What follows belongs to an exercise in optimizing a design on an open flow for small area, a short achievable clock period and few clock cycles; a production flow would make more cautious choices. The RTL was checked by simulation tests, not by an equivalence proof against the original design. No activity file was given, so power comes from the tool's default toggle rates.

==> design/flow/design.v <==
package reindeer_pkg;
    localparam int XLEN          = 32;
    localparam int REG_ADDR_BITS = 5;
    localparam int MEM_ADDR_BITS = 10;
    localparam int PC_BITWIDTH   = MEM_ADDR_BITS + 2;
endpackage
`timescale 1ns/1ps
`default_nettype none
module reindeer_core (
    input  logic        clk,
    input  logic        arst_n_i,
    input  logic        start_i,
    input  logic [11:0] start_address_i,
    input  logic [31:0] mem_read_data_i,
    input  logic        mem_read_ack_i,
    input  logic [42:0] ocd_reg_i,
    output logic [9:0]  mem_addr_o,
    output logic        mem_read_en_o,
    output logic [31:0] ocd_reg_read_data_o,
    output logic        paused_o,
    output logic [11:0] peek_pc_o,
    output logic [31:0] peek_ir_o
);
    localparam logic [6:0] OPCODE_OP_IMM = 7'b0010011;
    localparam logic [6:0] OPCODE_OP     = 7'b0110011;
    localparam logic [6:0] OPCODE_LUI    = 7'b0110111;
    logic [4:0]  ocd_raddr;
    logic        ocd_we;
    logic [4:0]  ocd_waddr;
    logic [31:0] ocd_wdata;
    assign ocd_raddr = ocd_reg_i[42:38];
    assign ocd_we    = ocd_reg_i[37];
    assign ocd_waddr = ocd_reg_i[36:32];
    assign ocd_wdata = ocd_reg_i[31:0];
    logic        paused_q;    
    logic        out_q;       
    logic        live_q;      
    logic [9:0]  faddr_q;     
    logic [31:0] h_q, s_q;    
    logic        hv_q, sv_q;  
    logic        h_legal_q, h_op_q, s_legal_q, s_op_q;
    logic        dph_q;       
    logic        in_legal, in_op;
    logic        halt;        
    logic        issue;       
    logic        keep;        
    logic        req;
    logic        arrive;
    logic        refill;      
    assign in_op    = (mem_read_data_i[6:0] == OPCODE_OP);
    assign in_legal = (mem_read_data_i[6:0] == OPCODE_OP_IMM) || in_op ||
                      (mem_read_data_i[6:0] == OPCODE_LUI);
    assign halt   = hv_q & ~h_legal_q;
    assign issue  = hv_q & h_legal_q & (~h_op_q | dph_q);
    assign keep   = hv_q & h_legal_q & h_op_q & ~dph_q;
    assign refill = ~hv_q | issue;
    assign req    = ~paused_q & ~halt &
                    (~out_q | (mem_read_ack_i & ~(sv_q & issue & s_op_q)));
    assign arrive = mem_read_ack_i & live_q & ~halt;
    always_ff @(posedge clk or negedge arst_n_i) begin
        if (!arst_n_i) begin
            paused_q  <= 1'b1;
            out_q     <= 1'b0;
            live_q    <= 1'b0;
            faddr_q   <= '0;
            h_q       <= '0;
            hv_q      <= 1'b0;
            sv_q      <= 1'b0;
            dph_q     <= 1'b0;
        end else begin
            paused_q <= paused_q ? ~start_i : halt;
            out_q    <= req | (out_q & ~mem_read_ack_i);
            live_q   <= req | (live_q & ~mem_read_ack_i & ~halt);
            if (paused_q && start_i) begin
                faddr_q <= start_address_i[11:2];
            end else if (halt) begin
                faddr_q <= faddr_q - 10'd1 - {9'd0, sv_q} - {9'd0, live_q};
            end else if (req) begin
                faddr_q <= faddr_q + 10'd1;
            end
            dph_q <= keep;
            if (halt) begin
                hv_q <= 1'b0;
                sv_q <= 1'b0;
            end else if (refill) begin
                hv_q <= sv_q | arrive;
                sv_q <= sv_q & arrive;
                if (sv_q) begin
                    h_q <= s_q;
                end else if (arrive) begin
                    h_q <= mem_read_data_i;
                end
            end else if (arrive) begin
                sv_q <= 1'b1;
            end
        end
    end
    always_ff @(posedge clk) begin
        if (refill) begin
            h_legal_q <= sv_q ? s_legal_q : in_legal;
            h_op_q    <= sv_q ? s_op_q : in_op;
        end
        if (arrive && !(refill && !sv_q)) begin
            s_q       <= mem_read_data_i;
            s_legal_q <= in_legal;
            s_op_q    <= in_op;
        end
    end
    assign mem_addr_o    = faddr_q;
    assign mem_read_en_o = req;
    assign paused_o      = paused_q;
    assign peek_pc_o     = {faddr_q, 2'b00};
    assign peek_ir_o     = h_q;
    logic [31:0] rf [1:31];
    logic        we;
    logic [4:0]  waddr;
    logic [31:0] wdata;
    logic [31:0] result;
    logic        ev_q;
    logic [4:0]  rd_q;
    assign we    = paused_q ? ocd_we : ev_q;
    assign waddr = paused_q ? ocd_waddr : rd_q;
    assign wdata = paused_q ? ocd_wdata : result;
    for (genvar i = 1; i < 32; i++) begin : g_rf
        always_ff @(posedge clk) begin
            if (we && (waddr == 5'(i))) begin
                rf[i] <= wdata;
            end
        end
    end
    logic [4:0]  raddr_q;     
    logic        fwd_q;       
    logic [4:0]  raddr_d;
    logic [31:0] nxt;         
    logic        is_op, is_lui;
    logic [2:0]  f3;
    logic [4:0]  rd;
    logic [31:0] imm;
    logic [4:0]  ra;
    logic [31:0] rdata;
    logic [31:0] a_q, b_q;
    logic [2:0]  f3_q;
    logic        alt_q;
    logic        ev_d;
    assign is_op  = h_op_q;
    assign is_lui = (h_q[6:0] == OPCODE_LUI);
    assign f3     = h_q[14:12];
    assign rd     = h_q[11:7];
    assign imm    = is_lui ? {h_q[31:12], 12'b0} : {{20{h_q[31]}}, h_q[31:20]};
    assign ev_d   = issue && (rd != 5'd0);
    assign nxt     = sv_q ? s_q : mem_read_data_i;
    assign raddr_d = keep ? h_q[24:20] : nxt[19:15];
    always_ff @(posedge clk) begin
        raddr_q <= raddr_d;
        fwd_q   <= ev_d && (rd == raddr_d);
    end
    logic [31:0] rf_r [0:31];
    always_comb begin
        rf_r[0] = '0;
        for (int i = 1; i < 32; i++) begin
            rf_r[i] = rf[i];
        end
    end
    assign ra    = paused_q ? ocd_raddr : raddr_q;
    assign rdata = rf_r[ra];
    always_ff @(posedge clk) begin
        if (!dph_q) begin
            a_q <= is_lui ? '0 : (fwd_q ? result : rdata);
        end
        b_q   <= (is_op || paused_q) ? rdata : imm;
        f3_q  <= is_lui ? 3'b000 : f3;
        alt_q <= (h_q[31:25] == 7'b0100000) && (is_op || (f3 == 3'b101)) && !is_lui;
        rd_q  <= rd;
    end
    always_ff @(posedge clk or negedge arst_n_i) begin
        if (!arst_n_i) begin
            ev_q <= 1'b0;
        end else begin
            ev_q <= ev_d;
        end
    end
    logic        sub;
    logic [32:0] sum;
    logic        lt, ltu;
    logic        left;
    logic [31:0] sh_in, sh_out, sh_res;
    logic        fill;
    assign sub = alt_q || (f3_q == 3'b010) || (f3_q == 3'b011);
    assign sum = {1'b0, a_q} + {1'b0, b_q ^ {32{sub}}} + {32'd0, sub};
    assign ltu = ~sum[32];
    assign lt  = (a_q[31] ^ b_q[31]) ? a_q[31] : sum[31];
    assign left = (f3_q == 3'b001);
    always_comb begin
        for (int i = 0; i < 32; i++) begin
            sh_in[i] = left ? a_q[31-i] : a_q[i];
        end
    end
    assign fill   = alt_q & a_q[31] & ~left;
    assign sh_out = 32'($signed({fill, sh_in}) >>> b_q[4:0]);
    always_comb begin
        for (int i = 0; i < 32; i++) begin
            sh_res[i] = left ? sh_out[31-i] : sh_out[i];
        end
    end
    always_comb begin
        case (f3_q)
            3'b000:  result = sum[31:0];
            3'b010:  result = {31'd0, lt};
            3'b011:  result = {31'd0, ltu};
            3'b100:  result = a_q ^ b_q;
            3'b110:  result = a_q | b_q;
            3'b111:  result = a_q & b_q;
            default: result = sh_res;
        endcase
    end
    assign ocd_reg_read_data_o = b_q;
endmodule
`default_nettype wire
==> design/flow/run.sh <==
#!/bin/bash
# synth_recipe.tcl (not shown) runs the flow's synth.tcl, then flattens the netlist and writes it again
# the make line also repeats each setting of config.mk as NAME=value (left out here)
make -C /OpenROAD-flow-scripts/flow DESIGN_CONFIG=/design/flow/config.mk WORK_HOME=/design/flow/orfs CLKGATE_MAP_FILE= SYNTH_SCRIPT=/design/flow/synth_recipe.tcl finish
==> design/flow/config.mk <==
export PLATFORM = sky130hd
export DESIGN_NAME = reindeer_core
export DESIGN_NICKNAME = reindeer_core
export VERILOG_FILES = /design/flow/design.v
export SDC_FILE = /design/flow/constraint.sdc
export NUM_CORES = 4
export LEC_CHECK = 0
export CAP_MARGIN = 20
export CELL_PAD_IN_SITES_DETAIL_PLACEMENT = 2
export CELL_PAD_IN_SITES_GLOBAL_PLACEMENT = 2
export CORE_MARGIN = 2
export CORE_UTILIZATION = 30
export SETUP_SLACK_MARGIN = 2.5
export SLEW_MARGIN = 20
==> design/flow/constraint.sdc <==
create_clock -name core_clock -period 6.0 [get_ports {clk}]
set_input_delay 1.2000 -clock core_clock [delete_from_list [all_inputs] [get_ports {clk}]]
set_output_delay 1.2000 -clock core_clock [all_outputs]
set_load 0.01 [all_outputs]
==> summary.txt <==
## synth_stat cells, types with 10 or more instances
cell type and instances:
mux4_2 42, o21a_1 11, o22ai_1 14, or4_1 11, nand3_1 88, o221ai_1 14
a211oi_1 18, inv_1 95, nand2b_1 10, xor2_1 21, ha_1 100, clkbuf_1 157
a22o_1 123, nand2_1 188, dfxtp_1 47, buf_2 32, buf_1 25, dfrtp_1 48
nor3_1 33, o21ai_0 101, a31oi_1 24, nand4_1 53, nor2_1 248, o211ai_1 22
a31o_2 11, mux2_2 17, buf_4 14, a21o_1 20, nor4_1 13, edfxtp_1 1060
mux2i_1 71, and2_1 10, a222oi_1 33, or3_1 25, a22oi_1 224, a221oi_1 123
xnor2_1 51, a21oi_1 228
## registers in the layout (all words and copies together), names as in the netlist, 3 cells and up
signal and count:
a_q 32, rd_q 5, faddr_q 10, h_q 32, raddr_q 5, rf 992, b_q 32, s_q 32
f3_q 3
## cell type report
type / instances / area share, %
Sequential cell: 1156 / 49.08
Antenna cell: 4 / 0.01444
Timing Repair Buffer: 812 / 13.67
Clock inverter: 61 / 0.7274
Multi-Input combinational cell: 2086 / 27.01
Clock buffer: 170 / 5.014
Tap cell: 2189 / 3.951
Inverter: 97 / 0.5306
## per-stage QoR
stage	hold slack, ps	cell area [µm²]	power [mW]
4_1_cts	506.6	65680	42.76
5_1_grt	526.6	69310	48.00
3_3_place_gp	464.9	55760	27.99
6_report	497.9	69320	46.84
3_5_place_dp	480.8	55830	28.36
2_1_floorplan	454.6	50310	20.97
## routing by layer
layer | global-route usage (%) | part of all wire [%] | up-vias
li1 | - | - | 15730
met1 | 38.12 | 38 | 21750
met2 | 49.00 | 47 | 2457
met3 | 4.696 | 8.1 | 706
met4 | 16.17 | 6.8 | 2
met5 | 0 | 0.0062 | -
## power by group through the flow
| stage | registers (mW) | logic, mW | clock network [mW] |
|---|---|---|---|
| after CTS | 12.9 | 22.2 | 7.75 |
| after global routing | 13.0 | 26.9 | 8.15 |
| final | 12.9 | 26.0 | 7.85 |
| after floorplan | 12.4 | 8.60 | 0 |
| after global placement | 13.0 | 15.0 | 0 |
| after detailed placement | 13.0 | 15.3 | 0 |
## final timing paths
kind,end,cells past startpoint
worst max-delay path,rf[1][29]$_DFFE_PP_,12
worst min-delay path,rd_q[2]$_DFF_P_,0
worst max register to register,rf[1][29]$_DFFE_PP_,12
worst min register to register,rd_q[2]$_DFF_P_,0
max in group asynchronous,sv_q$_DFFE_PN0P_,2
min in group asynchronous,h_q[11]$_DFFE_PN0P_,2
## kinds of logic after synthesis
logic type      count (synthesis)
xor+xnor                       72
simple gates                  714
buf+inv                       327
fa+ha+maj                     102
flops                        1156
compound gates               1045
mux                           131
other cells                     1
## what timing repair did
item                       4_1_cts  5_1_grt
gates resized for setup        560      363
gates cloned                    45       27
setup endpoints to repair     1896     1106
buffers inserted               245      156
pin swaps                      155      190
## layout by cell type, fill, tap and decap left out, types with 17 or more instances in the layout
cell             count
nor2_1             166
a222oi_1            33
dfxtp_1             38
clkbuf_1            35
buf_12             117
nand2_2             20
nand4_1             53
buf_16              23
ha_1                78
a22o_1             122
clkbuf_16          151
buf_4              338
mux4_2              42
a221oi_1            42
xnor2_1             28
clkdlybuf4s50_1    165
o211ai_1            22
buf_6              119
a21o_1              18
edfxtp_1          1060
o21ai_0             53
clkinv_1            22
a21oi_1            168
xnor2_2             17
a21oi_4             22
o21ai_4             19
o21ai_2             25
a22oi_1            214
dfrtp_1             47
a221oi_2            73
inv_1               92
a21oi_2             44
nor2_4              67
or3_4               22
nand2_1            163
nand3_1             81
mux2i_1             51
==> flow_summary_export.csv <==
group,metric,value,unit
floorplanning,die_w,411.9,µm
cts,clk_pin_slew,60,ps
routing,drc,0,
setup_path,crit_fanout,8,
setup_path,worst-path-buf-inv,4,
logic_synthesis,yosys.area.top_type,"edfxtp_1",
logic_synthesis,netlist_area,0.04991,mm²
setup_path,required,6500,ps
logic_synthesis,synth_simple_gate_area_share,6.578,%
routing,totalWireLength,273.2,mm
final_layout,num-nets-final,4477,
final_layout,drive_gt1_share,32.91,%
routing,dr.pass1.iters,6,
cts,cts_tree,"yes",
hold_path,hold_class,"flop to flop",
logic_synthesis,synth.avg_cell_area,14.07,µm²
timing,fin_crit_sh,66.54,%
final_layout,regArea,0.03402,mm²
setup_path,r2r_start,"f3_q[2]$_SDFF_PP0_",
placement,placed_cells,5867,
logic_synthesis,muxShareOfSynthArea,3.748,%
global_route,grt_pass1_wl,349.1,mm
final_layout,final_util,41.97,%
logic_synthesis,syn_inst,3548,
timing,slew_viol_final,0,
final_layout,layout.cells.non_filler,6575,
power_and_ir_drop,power.internal,26.69,mW
routing,via_count,40640,
setup_path,slowest_stage,"a21oi_1",
timing,setup_viol,0,
placement,port_buffers,174,
logic_synthesis,synth-edff-count,1060,
cts,clkSinkCount,1156,
power_and_ir_drop,pwr-share-seq,27.6,%
routing,drtAntennaViolNets,0,
timing,rsz0062_at_grt,"true",
floorplanning,die_h,411.9,µm
floorplanning,start_util,30.22,%
timing,skew,56.29,ps
floorplanning,num_rows,149,
setup_path,rrSetupSlack,2010,ps
timing,finalHoldViolCount,0,
cts,cts.htree.levels,4,
logic_synthesis,ys_ff_latch,1156,
setup_path,critPathMostFrequentCell,"buf_12",
routing,vias_per_cell,6.181,
timing,tightest_slew,1360,ps
placement,place_congestion,0.9356,
placement,post-place-ws,742.5,ps
cts,clockBufferDepth,3,
setup_path,cp_cell_sequence,"buf_12 > or3b_4 > buf_6 > mux2i_2 > a22oi_1 > and2_1 > a21oi_1 > o211ai_1 > a32oi_1 > a31oi_4 > buf_12 > buf_12",
timing,fin_setup_tns,0,ps
power_and_ir_drop,pwr-share-comb,55.6,%
placement,dp.final_hpwl,147.5,mm
logic_synthesis,ys_top_cells_by_area,"edfxtp_1, a22oi_1, ha_1, dfrtp_1, a21oi_1",
setup_path,crit_start,"f3_q[2]$_SDFF_PP0_",
hold_path,worstHoldStart,"h_q[9]$_DFFE_PN0P_",
global_route,grt.overflow.total,0,
power_and_ir_drop,switchingPower,20.14,mW
power_and_ir_drop,p_clk_share,16.8,%
timing,period_needed,3992,ps
cts,cts_made_buffers,131,
timing,slew-limit-headroom,8.992,%
timing,clock.fmax,0.2505,GHz
final_layout,syn2layout_area_growth,38.89,%
global_route,grt_pass1_vias,40630,
cts,root_buffer,"clkbuf_16",
final_layout,nFillCells,16060,
logic_synthesis,synthDistinctLibCells,84,
logic_synthesis,async_reset_ff_share,4.239,%
logic_synthesis,ys.flop_type,"edfxtp_1",
routing,wl_per_cell,41.54,µm
outcome,status,"finished clean",
routing,drt_iter0_drc,5659,
global_route,grt_max_degree,65,
setup_path,endpoint_kind,"flop",
logic_synthesis,synth_top_family_by_area,"compound AO/OA/AOI/OAI gates",
power_and_ir_drop,ir_drop,0.2669,mV
power_and_ir_drop,powerDensity,675.6,mW/mm²
power_and_ir_drop,p_leak,23.92,nW
global_route,antenna_found_initial,2,
cts,hold_buffers,0,
setup_path,max_stage_delay,580,ps
logic_synthesis,yosys.area.top_type_share,63.77,%
logic_synthesis,yosysWarnings,3,
final_layout,multiInputGateArea,0.01873,mm²
setup_path,critPathLaunchType,"flop",
setup_path,worstSetupPathType,"flop to flop",
flow_run,drv_cap,0,
floorplanning,die_area,0.1697,mm²
power_and_ir_drop,swShare,43.01,%
global_route,grtUsageTotal,29.96,%
floorplanning,fp.coreArea,0.1652,mm²
timing,setup_slack,2008,ps
logic_synthesis,synth_seq_area_share,68.11,%
floorplanning,io_pins,179,
logic_synthesis,synth_compound_area_share,15.03,%
setup_path,crit_arrival,4490,ps
logic_synthesis,synthXorXnorAreaFrac,1.263,%
cts,worstSkewPairLatency,800,ps
logic_synthesis,synth_adder_area_share,2.587,%
setup_path,cp_top_family,"compound AO/OA/AOI/OAI gates",
Testbench counts, summed over its fixed seeds: cycles 23,822.

## what the ideal ports hide
How much do the figures lean on ideal ports? The routed layout below was timed once more, with nothing changed but the port constraints. Step 1 assumes that a clkbuf_16 drives the clock port and a buf_2 every other input. Step 2, shift: input delay + t, output delay - t, t = (earliest + latest rising clock arrival at the registers) / 2. This alone moves slack from input paths to output paths. a / b / c = ideal / step 1 / step 2; a / b = the first two.
shift t [ns]: 0.849
setup slack, ns: 2.008 / 2.008 / 1.456
worst hold slack (ns): 0.498 / 0.498 / 0.498
worst register clock-pin slew, ns: 0.07 / 0.07
worst data-port slew with drivers (ns): 0.09
After both steps this run still meets setup and hold. For this run, drivers alone change the setup slack by 0.000 ns; drivers and shift together by -0.552 ns.
